Background: an optimization exercise with open tools, aiming at small area. Do not read the settings as production practice. Only simulation tests tie the RTL to the original design; equivalence was not proved. No activity file was given, so power comes from the tool's default toggle rates.

==> design.v <==
package qrisc_pkg;
    typedef logic [5-1:0] reg_addr_t;
    typedef enum logic [3:0] {
        OP_NOP    = 4'd0,
        OP_LDR    = 4'd1,
        OP_STR    = 4'd2,
        OP_JMPUNC = 4'd3,
        OP_JMPF   = 4'd4,
        OP_ALU    = 4'd5,
        OP_LDRF   = 4'd6    
    } opcode_e;
    typedef enum logic [3:0] {
        ALU_NONE,
        ALU_AND,
        ALU_OR,
        ALU_XOR,
        ALU_ADD,
        ALU_MUL,
        ALU_SHL,
        ALU_SHR,
        ALU_CMP
    } alu_op_e;
    typedef enum logic [2:0] {
        JMP_NONE,
        JMP_UNC,
        JMP_Z,
        JMP_NZ,
        JMP_C,
        JMP_NC
    } jump_e;
    typedef struct packed {
        logic                      write_reg;
        reg_addr_t                 dst_r;
        logic [32-1:0]  val_dst;
        logic                      incr_r2_enable;
        reg_addr_t                 src_r2;
        logic [32-1:0]  val_r2;
    } wb_t;
    typedef struct packed {
        reg_addr_t r1;
        reg_addr_t r2;
        reg_addr_t dst;
    } rd_addr_t;
    typedef struct packed {
        logic [32-1:0] val_r1;
        logic [32-1:0] val_r2;
        logic [32-1:0] val_dst;
    } operand_t;
    typedef struct packed {
        reg_addr_t                        dst_r;
        reg_addr_t                        src_r1;
        reg_addr_t                        src_r2;
        logic [32-1:0]         val_r1;
        logic [32-1:0]         val_r2;
        logic [32-1:0]         val_dst;
        logic signed [4-1:0]  incr_r2;
        logic                             incr_r2_enable;
        logic                             read_mem;
        logic                             write_mem;
        logic                             write_reg;
        alu_op_e                          alu_op;
        jump_e                            jmp_cond;
        logic                             ldrf_op;
    } pipe_t;
endpackage
`timescale 1ns/1ns
module reg_file (
    input  logic                 clk,
    input  logic                 reset,
    input  qrisc_pkg::wb_t       wb_ex,
    input  qrisc_pkg::wb_t       wb_mem,
    input  qrisc_pkg::rd_addr_t  rd_addr,
    output qrisc_pkg::operand_t  rd_data
);
    logic [32-1:0] regs [32];
    always_ff @(posedge clk)
    begin
        if (reset)
        begin
            for (int i = 0; i < 32; i++)
                regs[i] <= '0;
        end
        else
        begin
            if (wb_ex.write_reg)                 
                regs[wb_ex.dst_r] <= wb_ex.val_dst;
            if (wb_ex.incr_r2_enable)            
                regs[wb_ex.src_r2] <= wb_ex.val_r2;
            if (wb_mem.write_reg)                
                regs[wb_mem.dst_r] <= wb_mem.val_dst;
        end
    end
    assign rd_data.val_r1  = regs[rd_addr.r1];
    assign rd_data.val_r2  = regs[rd_addr.r2];
    assign rd_data.val_dst = regs[rd_addr.dst];
endmodule
`timescale 1ns/1ns
module operand_forward (
    input  logic [32-1:0]  instruction,
    input  qrisc_pkg::wb_t            wb_ex,
    input  qrisc_pkg::wb_t            wb_mem,
    output qrisc_pkg::rd_addr_t       rd_addr,
    input  qrisc_pkg::operand_t       rd_data,
    output qrisc_pkg::operand_t       operands
);
    function automatic logic [32-1:0] fwd(
        input logic [5-1:0]  addr,
        input logic [32-1:0]      rf_val,
        input logic                          ex_write_reg,
        input logic [5-1:0]  ex_dst_r,
        input logic [32-1:0]      ex_val_dst,
        input logic                          ex_incr_r2_enable,
        input logic [5-1:0]  ex_src_r2,
        input logic [32-1:0]      ex_val_r2,
        input logic                          mem_write_reg,
        input logic [5-1:0]  mem_dst_r,
        input logic [32-1:0]      mem_val_dst
    );
        if (mem_write_reg && mem_dst_r == addr)
            fwd = mem_val_dst;
        else if (ex_write_reg && ex_dst_r == addr)
            fwd = ex_val_dst;
        else if (ex_incr_r2_enable && ex_src_r2 == addr)
            fwd = ex_val_r2;         
        else
            fwd = rf_val;
    endfunction
    assign rd_addr.r1  = instruction[9:5];
    assign rd_addr.r2  = instruction[14:10];
    assign rd_addr.dst = instruction[4:0];
    assign operands.val_r1  = fwd(rd_addr.r1, rd_data.val_r1,
                                  wb_ex.write_reg, wb_ex.dst_r, wb_ex.val_dst,
                                  wb_ex.incr_r2_enable, wb_ex.src_r2, wb_ex.val_r2,
                                  wb_mem.write_reg, wb_mem.dst_r, wb_mem.val_dst);
    assign operands.val_r2  = fwd(rd_addr.r2, rd_data.val_r2,
                                  wb_ex.write_reg, wb_ex.dst_r, wb_ex.val_dst,
                                  wb_ex.incr_r2_enable, wb_ex.src_r2, wb_ex.val_r2,
                                  wb_mem.write_reg, wb_mem.dst_r, wb_mem.val_dst);
    assign operands.val_dst = fwd(rd_addr.dst, rd_data.val_dst,
                                  wb_ex.write_reg, wb_ex.dst_r, wb_ex.val_dst,
                                  wb_ex.incr_r2_enable, wb_ex.src_r2, wb_ex.val_r2,
                                  wb_mem.write_reg, wb_mem.dst_r, wb_mem.val_dst);
endmodule
`timescale 1ns/1ns
module instr_decoder (
    input  logic                      clk,
    input  logic                      reset,
    input  logic [32-1:0]  instruction,
    input  logic [32-1:0]  pc,
    input  logic                      stall,
    input  qrisc_pkg::operand_t       operands,
    output qrisc_pkg::pipe_t          pipe_out
);
    qrisc_pkg::pipe_t                     dec;         
    qrisc_pkg::opcode_e                   opcode;
    logic [1:0]                sub_op;
    logic [2:0]                incr_code;
    logic                      rofs;        
    logic [32-1:0]  offset;
    function automatic logic [2:0] flag_cond(input logic [1:0] sel);
        case (sel)
            2'd0:    flag_cond = qrisc_pkg::JMP_Z;
            2'd1:    flag_cond = qrisc_pkg::JMP_NZ;
            2'd2:    flag_cond = qrisc_pkg::JMP_C;
            default: flag_cond = qrisc_pkg::JMP_NC;
        endcase
    endfunction
    function automatic logic [3:0] alu_decode(input logic [2:0] code);
        case (code)
            3'd0:    alu_decode = qrisc_pkg::ALU_AND;
            3'd1:    alu_decode = qrisc_pkg::ALU_OR;
            3'd2:    alu_decode = qrisc_pkg::ALU_XOR;
            3'd3:    alu_decode = qrisc_pkg::ALU_ADD;
            3'd4:    alu_decode = qrisc_pkg::ALU_MUL;
            3'd5:    alu_decode = qrisc_pkg::ALU_SHL;
            3'd6:    alu_decode = qrisc_pkg::ALU_SHR;
            default: alu_decode = qrisc_pkg::ALU_CMP;
        endcase
    endfunction
    assign opcode    = qrisc_pkg::opcode_e'(instruction[31:28]);
    assign sub_op    = instruction[27:26];
    assign incr_code = instruction[24:22];
    assign rofs      = instruction[25];
    assign offset    = rofs ? operands.val_r2 :
                       {{(32-15){instruction[24]}},
                        instruction[24:10]};
    always_comb
    begin
        dec          = '0;
        dec.dst_r    = instruction[4:0];
        dec.src_r1   = instruction[9:5];
        dec.src_r2   = instruction[14:10];
        dec.val_r1   = operands.val_r1;
        dec.val_r2   = operands.val_r2;
        dec.val_dst  = operands.val_dst;
        dec.alu_op   = qrisc_pkg::ALU_NONE;
        dec.jmp_cond = qrisc_pkg::JMP_NONE;
        case (incr_code)
            3'd1:    dec.incr_r2 = 4'sd1;
            3'd2:    dec.incr_r2 = 4'sd2;
            3'd3:    dec.incr_r2 = 4'sd4;
            3'd5:    dec.incr_r2 = -4'sd1;
            3'd6:    dec.incr_r2 = -4'sd2;
            3'd7:    dec.incr_r2 = -4'sd4;
            default: dec.incr_r2 = 4'sd0;    
        endcase
        dec.incr_r2_enable = (incr_code[1:0] != 2'b00);
        case (opcode)
            qrisc_pkg::OP_LDR:
            begin
                case (sub_op)
                    2'd0:    
                    begin
                        dec.write_reg = (dec.dst_r != dec.src_r1);
                        dec.val_dst   = operands.val_r1;
                    end
                    2'd1:    
                    begin
                        dec.val_dst[32-1 -: 16] =
                            instruction[20:5];
                        dec.write_reg      = 1'b1;
                        dec.incr_r2_enable = 1'b0;
                    end
                    2'd2:    
                    begin
                        dec.val_dst[16-1:0] = instruction[20:5];
                        dec.write_reg      = 1'b1;
                        dec.incr_r2_enable = 1'b0;
                    end
                    default:  
                    begin
                        dec.read_mem       = 1'b1;
                        dec.write_reg      = 1'b1;
                        dec.incr_r2_enable = rofs;
                        dec.val_r2         = offset;
                    end
                endcase
            end
            qrisc_pkg::OP_STR:
            begin
                dec.write_mem      = 1'b1;
                dec.val_r2         = offset;
                dec.incr_r2_enable = rofs;
            end
            qrisc_pkg::OP_JMPUNC:
            begin
                dec.jmp_cond       = qrisc_pkg::JMP_UNC;
                dec.incr_r2_enable = rofs;
                case (sub_op)
                    2'd0:    
                    begin
                        dec.val_r1 = '0;
                        dec.val_r1[26-1:0] = instruction[25:0];
                        dec.val_r2         = '0;
                        dec.incr_r2_enable = 1'b0;
                    end
                    2'd1:    
                    begin
                        dec.val_r1 = pc;
                        dec.val_r2 = offset;
                    end
                    2'd2:    
                    begin
                        dec.val_r1    = pc;
                        dec.val_r2    = offset;
                        dec.val_dst   = pc;
                        dec.write_reg = 1'b1;
                    end
                    default:  
                    begin
                        dec.val_r1 = operands.val_dst;
                        dec.val_r2 = '0;
                    end
                endcase
            end
            qrisc_pkg::OP_JMPF:
            begin
                dec.val_r1         = pc;
                dec.val_r2         = offset;
                dec.incr_r2_enable = rofs;
                dec.jmp_cond       = qrisc_pkg::jump_e'(flag_cond(sub_op));
            end
            qrisc_pkg::OP_ALU:
            begin
                dec.alu_op    = qrisc_pkg::alu_op_e'(alu_decode(instruction[27:25]));
                dec.write_reg = (dec.alu_op != qrisc_pkg::ALU_CMP);    
            end
            qrisc_pkg::OP_LDRF:
            begin
                dec.ldrf_op   = 1'b1;
                dec.write_reg = 1'b1;
                dec.jmp_cond  = qrisc_pkg::jump_e'(flag_cond(sub_op));
            end
            default:  
                dec = '0;
        endcase
    end
    always_ff @(posedge clk)
    begin
        if (reset)
            pipe_out <= '0;
        else if (!stall)
            pipe_out <= dec;     
    end
endmodule
`timescale 1ns/1ns
module qrisc_decode_stage (
    input  logic                      clk,
    input  logic                      reset,
    input  logic [32-1:0]  instruction,
    input  logic [32-1:0]  pc,
    input  logic                      stall,       
    input  logic [75:0]               wb_ex,       
    input  logic [75:0]               wb_mem,      
    output logic [126:0]              pipe_out     
);
    qrisc_pkg::rd_addr_t  rd_addr;
    qrisc_pkg::operand_t  rd_data;      
    qrisc_pkg::operand_t  operands;     
    qrisc_pkg::wb_t       wb_ex_s;
    qrisc_pkg::wb_t       wb_mem_s;
    qrisc_pkg::pipe_t     pipe_out_s;
    assign wb_ex_s  = wb_ex;
    assign wb_mem_s = wb_mem;
    assign pipe_out = pipe_out_s;
    reg_file reg_file_i (
        .clk     (clk),
        .reset   (reset),
        .wb_ex   (wb_ex_s),
        .wb_mem  (wb_mem_s),
        .rd_addr (rd_addr),
        .rd_data (rd_data)
    );
    operand_forward operand_forward_i (
        .instruction (instruction),
        .wb_ex       (wb_ex_s),
        .wb_mem      (wb_mem_s),
        .rd_addr     (rd_addr),
        .rd_data     (rd_data),
        .operands    (operands)
    );
    instr_decoder instr_decoder_i (
        .clk         (clk),
        .reset       (reset),
        .instruction (instruction),
        .pc          (pc),
        .stall       (stall),
        .operands    (operands),
        .pipe_out    (pipe_out_s)
    );
endmodule
==> run.sh <==
#!/bin/bash
# synth_recipe.tcl (not shown) runs the flow's synth.tcl, then flattens the netlist and writes it again
# the make line also repeats each setting of config.mk as NAME=value (left out here)
make -C /OpenROAD-flow-scripts/flow DESIGN_CONFIG=/design/flow/config.mk WORK_HOME=/design/flow/orfs CLKGATE_MAP_FILE= SYNTH_SCRIPT=/design/flow/synth_recipe.tcl finish
==> config.mk <==
export PLATFORM = sky130hd
export DESIGN_NAME = qrisc_decode_stage
export DESIGN_NICKNAME = qrisc_decode_stage
export VERILOG_FILES = /design/flow/design.v
export SDC_FILE = /design/flow/constraint.sdc
export NUM_CORES = 4
export LEC_CHECK = 0
export CAP_MARGIN = 20
export CELL_PAD_IN_SITES_DETAIL_PLACEMENT = 1
export CORE_MARGIN = 2
export CORE_UTILIZATION = 25
export PLACE_DENSITY = 0.4
export SLEW_MARGIN = 20
==> constraint.sdc <==
create_clock -name core_clock -period 5.0 [get_ports {clk}]
set_input_delay 1.0000 -clock core_clock [delete_from_list [all_inputs] [get_ports {clk}]]
set_output_delay 1.0000 -clock core_clock [all_outputs]
set_load 0.01 [all_outputs]
==> flow_summary_export.csv <==
group,metric,value,unit
sta,tightest_slew,1250,ps
yosys,synthAdderAreaFrac,0.0844,%
worst_setup_path,critical_path.max_stage_delay,1050,ps
cts,cts_resized,0,
worst_setup_path,rr_startpoint,"reg_file_i.regs[22][11]$_DFFE_PP_",
placed_design,place_inst,12321,
cts,cts_hold_buf,0,
floorplan,num_io_pins,346,
floorplan,core,342000,sq um
floorplan,dieArea,348000,sq um
yosys,synth_area,85900,sq um
cts,cts.sinks,1151,
layout,multi_input_area,48200,sq um
cts,root_buffer,"clkbuf_16",
worst_setup_path,worstPathArrival,5070,ps
floorplan,die_w,590,um
worst_setup_path,cp.depth,10,
yosys,synthFlopType,"edfxtp_1",
global_route,grt_pass1_wl,778,mm
yosys,synth-edff-count,1024,
yosys,synth-seq-area-share,38.7,%
worst_setup_path,r2r_cells,6,
placed_design,port_buffers,307,
layout,fillers,37734,
global_route,grt.overflow.total,0,
sta,grt_setup_unrepaired,"no",
worst_setup_path,critPathBufInv,3,
yosys,syn_area_per_cell,10.6,sq um
yosys,synth_compound_area_share,22.1,%
yosys,synth_cell_types,73,
yosys,synthesis.nets,8344,
power_and_ir_drop,share_comb_of_total_power,21.4,%
yosys,synth_warnings,3,
yosys,netlist_top_cells_count,"edfxtp_1, a22oi_1, clkbuf_1",
run_status,status,"timing/DRC/antenna clean",
yosys,synthMuxAreaShare,23.6,%
global_route,grt_max_degree,134,
cts,post-cts-setup-buffer-count,0,
cts,cts_inserted_buffers,160,
yosys,synth_cells,8120,
power_and_ir_drop,power.switching,9.62,mW
run,cap_violations,0,
sta,finalSetupTns,0,ps
placed_design,hpwl,383,mm
worst_setup_path,reg2reg_slack,1900,ps
yosys,synthSimpleGateAreaFrac,8.86,%
yosys,synth.most_common_cell,"edfxtp_1",
sta,finalClockSkew,58.1,ps
floorplan,die_h,590,um
global_route,grt_pass1_vias,82895,
floorplan,rows,215,
cts,insertion_delay,880,ps
cts,clk_path_buf_depth,4,
worst_setup_path,worst_setup_path_start_kind,"input port",
global_route,antenna_found_initial,111,
power_and_ir_drop,vdd_drop_max,261,uV
sta,slew_viol_final,0,
yosys,synth-seq-cells,1151,
detailed_routing,vias,87209,
power_and_ir_drop,p_clk_share,39.3,%
layout,synthToLayoutAreaGrowth,17.8,%
sta,layout_min_cycle_time,4330,ps
yosys,async_flop_share,0,%
cts,cts_tree,"done",
detailed_routing,firstDrtPassIters,7,
worst_setup_path,path_cells,"clkdlybuf4s50_1, xnor2_1, nand4_1, o22a_2, buf_12, o2111a_1, a2bb2oi_1, buf_4, o211ai_1, o21a_1",
power_and_ir_drop,intPower,19.8,mW
detailed_routing,ant_nets,0,
floorplan,initial_core_util,25.1,%
yosys,synth_top_area_cell,"edfxtp_1",
yosys,synth_top_family_by_area,"multiplexers",
power_and_ir_drop,leakage,31.5,nW
detailed_routing,drt-initial-drc-count,15070,
power_and_ir_drop,power_density,291,nW/um^2
sta,min_period_over_period,86.7,%
power_and_ir_drop,switching_share,32.7,%
cts,path_clk_slew,60,ps
detailed_routing,viasPerCell,6.87,
yosys,synth_area_leaders,"edfxtp_1, mux4_2, a22oi_1",
layout,fin_cells,12686,
global_route,grt_use_total,33.0,%
worst_setup_path,cp-startpoint,"wb_mem[74]",
placed_design,place.gp.congestion,0.964,
detailed_routing,wl_per_cell,47.0,um
sta,slew_headroom,16.7,%
worst_setup_path,cp-end-kind,"flop",
worst_setup_path,cp_top_family,"compound AO/OA/AOI/OAI gates",
detailed_routing,drc,0,
sta,fmax,231,MHz
sta,setup_viol_count_final,0,
layout,final_nets,8150,
worst_setup_path,cp.required,5740,ps
yosys,synthXorXnorAreaFrac,0.540,%
power_and_ir_drop,seqPwrFrac,39.3,%
layout,layout-drive-gt1-share,23.4,%
yosys,synth_top_cell_area_share,35.8,%
worst_setup_path,crit_type,"input port to flop",
detailed_routing,wl,596,mm
min_path,min_path_type,"flop to flop",
worst_setup_path,crit_fanout,21,
worst_setup_path,crit-reg2reg-capture,"instr_decoder_i.pipe_out[27]$_SDFFE_PP0N_",
sta,finalHoldViolCount,0,
cts,h-tree-depth,4,
worst_setup_path,slowest_stage,"clkdlybuf4s50_1",
worst_setup_path,endpoint,"instr_decoder_i.pipe_out[101]$_SDFFE_PP0N_",
layout,seqCellArea,33300,sq um
-- tightest hold or removal path: stages, from the launching register on --
cell	delay, ps
dfxtp_1	310
nand2_1	60
a21oi_1	60
-- kinds of logic (layout without fill, tap and decap cells) --
family                     Yosys count  after routing
AOI/OAI and AO/OA                 2835           2835
adders and majority gates            6              6
other                                0             87
buffers and inverters             1275           1197
and+or+nand+nor                   1831           1831
DFF                               1151           1151
muxes                              969            969
xor gates and xnor gates            53             53
-- cell type report --
| class | count | share of cell area [%] |
|---|---|---|
| antenna | 87 | 0.215 |
| clock buffer | 195 | 4.15 |
| clock inverter | 83 | 0.671 |
| inverter | 37 | 0.137 |
| multi-input combinational | 5694 | 47.7 |
| sequential | 1151 | 32.9 |
| tap | 4557 | 5.63 |
| timing repair buffer | 882 | 8.64 |
-- registers in the layout, summed over array words and instances, names as in the netlist --
| register | cells |
|---|---|
| reg_file_i.regs | 1024 |
| instr_decoder_i.pipe_out | 127 |
-- how the worst min path moves through the flow --
stage,slack (ps),from,cells past startpoint,end
after floorplan,490,instr_decoder_i.pipe_out[13]$_SDFFE_PP0N_,2,instr_decoder_i.pipe_out[13]$_SDFFE_PP0N_
after global placement,460,instr_decoder_i.pipe_out[13]$_SDFFE_PP0N_,2,instr_decoder_i.pipe_out[13]$_SDFFE_PP0N_
after detailed placement,460,instr_decoder_i.pipe_out[15]$_SDFFE_PP0N_,2,instr_decoder_i.pipe_out[15]$_SDFFE_PP0N_
after CTS,470,instr_decoder_i.pipe_out[15]$_SDFFE_PP0N_,2,instr_decoder_i.pipe_out[15]$_SDFFE_PP0N_
after global routing,500,instr_decoder_i.pipe_out[13]$_SDFFE_PP0N_,2,instr_decoder_i.pipe_out[13]$_SDFFE_PP0N_
final,470,instr_decoder_i.pipe_out[15]$_SDFFE_PP0N_,2,instr_decoder_i.pipe_out[15]$_SDFFE_PP0N_
-- metrics by stage --
| step | utilization [%] | hold WS, ps | total power, mW | setup slack (ps) | cell area, sq um |
|---|---|---|---|---|---|
| finish | 29.6 | 474 | 29.5 | 666 | 101000 |
| global route | 29.5 | 502 | 29.8 | 815 | 101000 |
| CTS | 29.5 | 473 | 29.1 | 972 | 101000 |
| detailed placement | 28.1 | 464 | 17.7 | 111 | 96100 |
| global placement | 28.1 | 457 | 17.6 | 168 | 96100 |
| floorplan | - | 490 | 14.7 | 983 | 85900 |
-- power groups by stage --
stage	Sequential (mW)	Clock (mW)	Combinational [mW]
after floorplan	11.5	0	3.17
after global placement	11.7	0	5.95
after detailed placement	11.7	0	6.00
after CTS	11.5	11.6	6.02
after global routing	11.6	11.9	6.32
final	11.6	11.6	6.31
-- layer usage --
metal	vias to the layer above	track usage (%)	share of wire, %
met3	1839	16.0	15
met5	-	0.205	0.080
li1	31888	-	-
met2	7998	46.4	41
met4	54	20.9	6.9
met1	45430	40.1	36
-- placed cells by master (no fill, tap or decap), types with 27 or more instances in the layout --
cell type / Yosys / final
a211oi_1: 40 / 39
a21oi_1: 629 / 629
a221o_1: 30 / 30
a221oi_1: 170 / 169
a22oi_1: 998 / 998
a311oi_1: 30 / 30
buf_12: 0 / 123
buf_2: 108 / 42
buf_4: 52 / 454
clkbuf_1: 927 / 31
clkbuf_16: 0 / 162
clkdlybuf4s50_1: 0 / 248
clkinv_1: 0 / 37
clkinv_2: 0 / 29
dfxtp_1: 127 / 127
diode_2: 0 / 87
edfxtp_1: 1024 / 1024
inv_1: 35 / 34
mux2i_1: 113 / 113
mux4_2: 842 / 842
nand2_1: 770 / 753
nand3_1: 42 / 38
nor2_1: 761 / 705
nor2_4: 0 / 55
nor2b_1: 42 / 39
nor3_2: 0 / 30
o211ai_1: 61 / 61
o21a_1: 27 / 27
o21ai_0: 551 / 549
o22a_1: 31 / 30
o22ai_1: 47 / 45
o32ai_1: 32 / 32
xnor2_1: 35 / 35

## port drivers added, routing unchanged
No port has a modelled driver above. Below, the same layout with a new extraction and two added sets of constraints. Step 1: set_driving_cell puts a clkbuf_16 on clk and a buf_2 on each other input, an assumption about the parent block. Step 2 moves the port delays by t, midway between the first and last clock arrival at a register: inputs arrive t later, outputs are due t later. That takes back most of the time a late clock gives input paths. a / b / c = ideal ports / drivers / drivers and shift; a / b = the first two.
shift t [ns]: 0.960
slack for setup (ns): 0.666 / 0.737 / -0.223
worst setup path at the end: input to register
clock arrival spread, ns: 0.068 / 0.068
With both steps, setup timing fails in this run, where it was met with ideal ports. The setup slack of this run moves by +0.071 ns with the drivers and by -0.889 ns with both steps.
